What follows belongs to an exercise in optimizing a design on an open flow for small area, a short achievable clock period and few clock cycles per item; a production flow would make more cautious choices. The RTL was checked by simulation tests, not by an equivalence proof against the original design.

==> flow/design.v <==
module muldiv_unit #(
    parameter int XLEN = 64
) (
    input  logic            clk,
    input  logic            reset,
    input  logic            start,
    input  logic [2:0]      funct3,
    input  logic [XLEN-1:0] op_a,
    input  logic [XLEN-1:0] op_b,
    input  logic            kill,
    output logic            busy,
    output logic            done,
    output logic [XLEN-1:0] result
);
    localparam int W = 69;   
    logic ph_align, ph_mul, ph_div, ph_corr, ph_fix, ph_done;
    logic [5:0] cnt;
    logic [2:0] fn;
    logic       a_neg, b_neg, bzero, corr;
    logic [6:0] lz_a, lz_b;   
    logic [65:0] H;         
    logic [63:0] L;         
    logic [65:0] A;         
    logic x0_en, inv_h, inv_l, c_one;
    logic b0_one, b0_two, b0_neg, b1_one, b1_two, b1_neg;
    assign busy   = ph_align | ph_mul | ph_div | ph_corr | ph_fix | ph_done;
    assign done   = ph_done;
    assign result = L;
    wire accept = !busy && start && !kill;
    function automatic logic [6:0] lzc64(input logic [63:0] x);
        logic [31:0] z1; logic [31:0] c1;
        logic [15:0] z2; logic [1:0] c2 [16];
        logic [7:0]  z3; logic [2:0] c3 [8];
        logic [3:0]  z4; logic [3:0] c4 [4];
        logic [1:0]  z5; logic [4:0] c5 [2];
        logic        z6; logic [5:0] c6;
        for (int g = 0; g < 32; g++) begin
            z1[g] = !x[2*g+1] && !x[2*g];
            c1[g] = !x[2*g+1];
        end
        for (int g = 0; g < 16; g++) begin
            z2[g] = z1[2*g+1] && z1[2*g];
            c2[g] = z1[2*g+1] ? {1'b1, c1[2*g]} : {1'b0, c1[2*g+1]};
        end
        for (int g = 0; g < 8; g++) begin
            z3[g] = z2[2*g+1] && z2[2*g];
            c3[g] = z2[2*g+1] ? {1'b1, c2[2*g]} : {1'b0, c2[2*g+1]};
        end
        for (int g = 0; g < 4; g++) begin
            z4[g] = z3[2*g+1] && z3[2*g];
            c4[g] = z3[2*g+1] ? {1'b1, c3[2*g]} : {1'b0, c3[2*g+1]};
        end
        for (int g = 0; g < 2; g++) begin
            z5[g] = z4[2*g+1] && z4[2*g];
            c5[g] = z4[2*g+1] ? {1'b1, c4[2*g]} : {1'b0, c4[2*g+1]};
        end
        z6 = z5[1] && z5[0];
        c6 = z5[1] ? {1'b1, c5[0]} : {1'b0, c5[1]};
        lzc64 = z6 ? 7'd64 : {1'b0, c6};
    endfunction
    function automatic logic [2:0] booth(input logic [2:0] g);
        booth = {g[1] ^ g[0], (g == 3'b011) || (g == 3'b100), g[2] && !(g[1] && g[0])};
    endfunction
    logic [W-1:0] A_ext, H_ext, X0, X1, X2, S, C, T;
    logic [W:0]   T_ext;
    always_comb begin
        A_ext = {{(W-66){A[65]}}, A};
        H_ext = {{(W-66){H[65]}}, H};
        X0 = x0_en ? H_ext : '0;
        X1 = (b0_one ? A_ext : '0) | (b0_two ? {A_ext[W-2:0], 1'b0} : '0);
        X1 = X1 ^ {W{b0_neg}};
        if (inv_h) X1 = X1 | ~H_ext;
        if (inv_l) X1 = X1 | {{(W-64){1'b1}}, ~L};
        X2 = (b1_one ? A_ext : '0) | (b1_two ? {A_ext[W-2:0], 1'b0} : '0);
        X2 = X2 ^ {W{b1_neg}};
        X2 = {X2[W-3:0], b1_neg, b0_neg};
        S = X0 ^ X1 ^ X2;
        C = {(X0[W-2:0] & X1[W-2:0]) | (X0[W-2:0] & X2[W-2:0]) | (X1[W-2:0] & X2[W-2:0]), b1_neg};
        T_ext = {S, 1'b1} + {C, b1_neg | c_one};
        T = T_ext[W:1];
    end
    wire qbit = !T[W-1];    
    logic [7:0] s_full;
    logic [5:0] sft;
    logic       special;
    always_comb begin
        s_full  = {1'b0, lz_b} - {1'b0, lz_a} + {7'd0, a_neg};
        sft     = s_full[6] ? 6'd63 : s_full[5:0];
        special = s_full[7] || bzero;
    end
    logic n_align, n_mul, n_div, n_corr, n_fix, n_done;
    always_comb begin
        n_align = 1'b0; n_mul = 1'b0; n_div = 1'b0;
        n_corr  = 1'b0; n_fix   = 1'b0; n_done = 1'b0;
        if (!busy) begin
            n_align = funct3[2];
            n_mul   = !funct3[2];
        end
        if (ph_align) begin
            n_done = special;
            n_div  = !special;
        end
        if (ph_mul) begin
            n_mul  = cnt != 6'd0;
            n_done = cnt == 6'd0 && fn[1:0] == 2'b00;
            n_fix  = cnt == 6'd0 && fn[1:0] != 2'b00;
        end
        if (ph_div) begin
            n_div  = cnt != 6'd0;
            if (cnt == 6'd0) begin
                if (fn[1]) begin
                    n_fix  = qbit;
                    n_corr = !qbit;
                end else begin
                    n_fix  = a_neg ^ b_neg;
                    n_done = !(a_neg ^ b_neg);
                end
            end
        end
        if (ph_corr) n_fix = 1'b1;
        if (ph_fix)  n_done = 1'b1;
    end
    always_ff @(posedge clk or negedge reset) begin
        if (!reset) begin
            ph_align <= 1'b0;
            ph_mul   <= 1'b0;
            ph_div   <= 1'b0;
            ph_corr  <= 1'b0;
            ph_fix   <= 1'b0;
            ph_done  <= 1'b0;
        end else begin
            if ((!busy && !(start && !kill)) || (busy && kill && !ph_done) || ph_done) begin
                ph_align <= 1'b0;
                ph_mul   <= 1'b0;
                ph_div   <= 1'b0;
                ph_corr  <= 1'b0;
                ph_fix   <= 1'b0;
                ph_done  <= 1'b0;
            end else begin
                ph_align <= n_align;
                ph_mul   <= n_mul;
                ph_div   <= n_div;
                ph_corr  <= n_corr;
                ph_fix   <= n_fix;
                ph_done  <= n_done;
            end
        end
    end
    always_ff @(posedge clk) begin
        x0_en  <= 1'b1;
        inv_h  <= 1'b0;
        inv_l  <= 1'b0;
        c_one  <= 1'b0;
        {b0_one, b0_two, b0_neg} <= 3'b000;
        {b1_one, b1_two, b1_neg} <= 3'b000;
        if (n_mul) begin
            if (!busy) begin
                {b0_one, b0_two, b0_neg} <= booth({op_a[1:0], 1'b0});
                {b1_one, b1_two, b1_neg} <= booth(op_a[3:1]);
            end else begin
                {b0_one, b0_two, b0_neg} <= booth(L[5:3]);
                {b1_one, b1_two, b1_neg} <= booth(L[7:5]);
            end
        end
        if (n_align) begin
            x0_en <= !(!funct3[0] && op_a[63]);
            inv_h <= !funct3[0] && op_a[63];
            c_one <= !funct3[0] && op_a[63];
        end
        if (n_div) begin
            b0_one <= 1'b1;
            b0_neg <= (ph_div ? qbit : 1'b1) ^ b_neg;
        end
        if (n_corr) begin
            b0_one <= 1'b1;
            b0_neg <= b_neg;
        end
        if (n_fix) begin
            if (!fn[2]) begin
                b0_one <= corr;
            end else if (fn[1]) begin
                x0_en <= !a_neg;
                inv_h <= a_neg;
                c_one <= a_neg;
            end else begin
                x0_en <= 1'b0;
                inv_l <= 1'b1;
                c_one <= 1'b1;
            end
        end
    end
    always_ff @(posedge clk) begin
        if (!busy) begin
            fn    <= funct3;
            a_neg <= funct3[2] && !funct3[0] && op_a[63];
            b_neg <= funct3[2] && !funct3[0] && op_b[63];
            bzero <= (op_b == '0);
            corr  <= (funct3 == 3'b011) && op_a[63];
            cnt   <= 6'd15;
            lz_a  <= lzc64(op_a ^ {64{!funct3[0] && op_a[63]}});
            lz_b  <= lzc64(op_b ^ {64{!funct3[0] && op_b[63]}});
            if (funct3[2]) begin
                H <= {{2{!funct3[0] && op_a[63]}}, op_a};
                A <= {{2{!funct3[0] && op_b[63]}}, op_b};
                L <= '0;
            end else begin
                H <= '0;
                A <= {{2{(funct3 == 3'b001) && op_b[63]}}, op_b};
                L <= op_a;
            end
        end else begin
            H <= ph_mul ? {T[W-1], T[W-1:4]} : T[65:0];
            if (ph_align) begin
                cnt <= sft;
                A   <= A << sft;
                if (special) L <= fn[1] ? H[63:0] : {64{bzero}};
            end
            if (ph_mul) begin
                L   <= {T[3:0], L[63:4]};
                cnt <= cnt - 1'b1;
            end
            if (ph_div) begin
                L   <= {L[62:0], qbit};
                if (cnt != 6'd0) A <= {A[65], A[65:1]};
                cnt <= cnt - 1'b1;
            end
            if (ph_fix) L <= T[63:0];
        end
    end
endmodule
make LEC_CHECK=0 CAP_MARGIN=20 CORE_MARGIN=2 CORE_UTILIZATION=40 SETUP_SLACK_MARGIN=1.0 SLEW_MARGIN=20 finish   # period 6.0 ns
run.sh (not shown) runs the stock make flow with config.mk's settings and CLKGATE_MAP_FILE= SYNTH_SCRIPT=/design/flow/synth_recipe.tcl, a recipe that flattens the netlist after the stock synthesis.
The baseline produced a clean layout.
Testbench counts at the start, summed over its fixed seeds: cycles 25,595, ops 1,600.
Change:
CORE_UTILIZATION = 55   (was 40)
PLACE_DENSITY = 0.75   (was default)
SETUP_SLACK_MARGIN = 1.25   (was 1.0)
First-iteration DRC count rises by about 26%.
Die area falls by about 27%.
Via count rises by about 4.4%.
Final area rises by 1.2%.
Wire length rises by about 2%.
Global-route usage rises by 13 points.
Sequential share of layout area falls by 0.14 points.
Core utilization rises by 18 points.
Area after synthesis does not change.
Change:
CORE_UTILIZATION = 40   (was 55)
PLACE_DENSITY = default   (was 0.75)
SETUP_SLACK_MARGIN = 1.5   (was 1.25)
After rerunning:
- The new run finished clean
- clock-buffer cell count climbs by 5
- via count drops by 1.4%
- worst hold slack stays flat
- worst setup slack improves by 0.35 ns
- design area climbs by 7.7%

re-timing with driven ports:
No port has a modelled driver above. Below, the same layouts with a new extraction and two added sets of constraints. Step 1 (the two cells are an assumption about what drives the block):
set clk [get_ports {clk}]
set_driving_cell -lib_cell sky130_fd_sc_hd__clkbuf_16 $clk
set_driving_cell -lib_cell sky130_fd_sc_hd__buf_2 [delete_from_list [all_inputs] $clk]
Step 2 moves the port delays by t, midway between the first and last clock arrival at a register: inputs arrive t later, outputs are due t later. That takes back most of the time a late clock gives input paths. Three values: no drivers, after step 1, after step 2; two values: the first two.
run | t, ns | setup slack, ns | latest minus earliest clock arrival (ns)
the first run | 0.672 | 1.025 / 1.025 / 0.677 | 0.035 / 0.034
the second run | 0.671 | 1.089 / 1.089 / 0.699 | 0.041 / 0.041
the third run | 0.667 | 1.437 / 1.437 / 1.014 | 0.018 / 0.018
After both steps setup and hold are still met in every run listed. The setup slack of the third run, which loses most, moves by 0.000 ns with the drivers and by -0.423 ns with both steps.
